Source: an optimization exercise on an open RTL-to-GDS flow (aim: small area and a short achievable clock period). Production flows keep margins and buffers that such runs may drop. Only simulation tests tie the RTL to the original design; equivalence was not proved. Power is estimated from default activity; no workload was simulated.

Setup of rev 12:
==> flow/design.v (excerpt) <==
module ram_dp_rw_ctrl #(
  parameter int unsigned          AddrWidth     = 6,
  parameter int unsigned          DataWidth     = 32,
  parameter int unsigned          ByteWidth     = 8,
  parameter bit                   Pipelined     = 1'b0,
  parameter bit                   CollisionMode = 1'b0,
  parameter logic [DataWidth-1:0] InitValue     = '0
) (
  input  logic                           clk_i,
  input  logic                           rst_i,
  input  logic                           rd_en_a_i,
  input  logic                           rd_en_b_i,
  input  logic                           wr_en_a_i,
  input  logic                           wr_en_b_i,
  input  logic [DataWidth/ByteWidth-1:0] be_a_i,
  input  logic [DataWidth/ByteWidth-1:0] be_b_i,
  input  logic [AddrWidth-1:0]           addr_r_a_i,
  input  logic [AddrWidth-1:0]           addr_r_b_i,
  input  logic [AddrWidth-1:0]           addr_w_a_i,
  input  logic [AddrWidth-1:0]           addr_w_b_i,
  input  logic [DataWidth-1:0]           data_a_i,
  input  logic [DataWidth-1:0]           data_b_i,
  output logic [DataWidth-1:0]           data_a_o,
  output logic [DataWidth-1:0]           data_b_o,
  output logic                           valid_a_o,
  output logic                           valid_b_o,
  output logic                           init_busy_o,
  output logic                           wr_conflict_o
);
  localparam int unsigned NB    = DataWidth / ByteWidth;
  localparam int unsigned Depth = 2 ** AddrWidth;
  localparam int unsigned NP    = Depth / 2;
  logic                 busy_r;
  logic                 clr_r;
  logic [AddrWidth-1:0] init_cnt_r;
  logic                 wr_conflict_r;
  logic                 valid_a_r;
  logic                 valid_b_r;
  logic [DataWidth-1:0] data_a_r;
  logic [DataWidth-1:0] data_b_r;
  logic [Depth-1:0][DataWidth-1:0] mem_q;
  logic                 active_s;
  logic                 wa_s;
  logic                 wb_s;
  logic                 same_w_s;
  logic [NB-1:0]        be_b_eff_s;
  logic [DataWidth-1:0] da_n;
  logic [DataWidth-1:0] db_n;
  logic [DataWidth-1:0] rdata_a_s;
  logic [DataWidth-1:0] rdata_b_s;
  assign active_s = !busy_r && !rst_i;
  assign wa_s     = active_s && wr_en_a_i;
  assign wb_s     = active_s && wr_en_b_i;
  assign same_w_s = (addr_w_a_i == addr_w_b_i);
  ...
export LEC_CHECK = 0
export CAP_MARGIN = 20
export CORE_MARGIN = 2
export CORE_UTILIZATION = 40
export PLACE_DENSITY = 0.55
export SETUP_SLACK_MARGIN = 2.0
export SLEW_MARGIN = 20
export SYNTH_HIERARCHICAL = 1
create_clock -name core_clock -period 5.0 [get_ports {clk_i}]
run.sh (not shown) runs the stock make flow with config.mk's settings and CLKGATE_MAP_FILE= SYNTH_SCRIPT=/design/flow/synth_recipe.tcl, a recipe that flattens the netlist after the stock synthesis.
Setup changes, rev 12 to rev 13
==> flow/flow/run.sh (new file) <==
#!/bin/bash
set -euo pipefail
SETUP_MARGIN=2.2
COMMON=(MATCH_CELL_FOOTPRINT=0
  "BUFFER_PORTS_ARGS=-buffer_cell sky130_fd_sc_hd__buf_4"
  "CTS_ARGS=-sink_clustering_enable -repair_clock_nets -dont_use_dummy_load")
bash standard.sh "${COMMON[@]}" SETUP_SLACK_MARGIN=0 synth > make_synth.log 2>&1
bash standard.sh "${COMMON[@]}" SETUP_SLACK_MARGIN=0 floorplan place > make_place.log 2>&1
bash standard.sh "${COMMON[@]}" SETUP_SLACK_MARGIN=$SETUP_MARGIN cts > make_cts.log 2>&1
bash standard.sh "${COMMON[@]}" SETUP_SLACK_MARGIN=$SETUP_MARGIN finish > make_finish.log 2>&1
==> flow/standard.sh (new file) <==
#!/bin/bash
# synth_recipe.tcl (not shown) runs the flow's synth.tcl, then flattens the netlist and writes it again
# the make line also repeats each setting of config.mk as NAME=value (left out here)
make -C /OpenROAD-flow-scripts/flow DESIGN_CONFIG=/design/flow/config.mk WORK_HOME=/design/flow/orfs CLKGATE_MAP_FILE= SYNTH_SCRIPT=/design/flow/synth_recipe.tcl "${@:-finish}"
diff --git a/flow/config.mk b/flow/config.mk
--- a/flow/config.mk
+++ b/flow/config.mk
@@ -9,5 +9,4 @@
 export CORE_MARGIN = 2
-export CORE_UTILIZATION = 40
-export PLACE_DENSITY = 0.55
-export SETUP_SLACK_MARGIN = 2.0
+export CORE_UTILIZATION = 50
+export PLACE_DENSITY = 0.6
 export SLEW_MARGIN = 20
removed: flow/run.sh
==> run notes <==
Compared with rev 12, rev 13 shows layout overhead on the synthesized area lower by 4.5 points.
Diff rev 12 and rev 13: portion of total power attributed to combinational logic higher in rev 13
Re antenna cell count: rev 13 is about 70% up on rev 12.
Summary of rev 13 over rev 12: final instance area lost about 3.7%, total power draw lost 0.0038 W, clock insertion delay at the later pin of the skew report lost 0.02 ns, multi-input combinational cell count neither gained nor lost much.
Both conditions hold for rev 13: the flow ran to the end and the final layout passed the timing, design-rule and antenna checks.

port drivers added, routing unchanged:
Ports are ideal in the flow. The routed layouts listed here were re-timed in OpenROAD. Step 1, drivers: a clkbuf_16 drives clk_i and a buf_2 each remaining input, both assumed. Step 2 moves the port delays by t, midway between the first and last clock arrival at a register: inputs arrive t later, outputs are due t later. That takes back most of the time a late clock gives input paths. Slacks: no drivers / after step 1 / after step 2; pairs: no drivers / after step 1.
| run | t, ns | setup WS [ns] | worst hold slack (ns) | worst slew at a driven data input, ns |
|---|---|---|---|---|
| rev 12 | 1.029 | 1.821 / 1.906 / 0.877 | 0.424 / 0.330 / 0.522 | 0.14 |
| rev 13 | 0.984 | 1.922 / 1.804 / 0.820 | 0.275 / 0.215 / 0.523 | 0.32 |
After both steps setup and hold are still met in every run listed. The setup slack of rev 13, which loses most, moves by -0.118 ns with the drivers and by -1.102 ns with both steps.
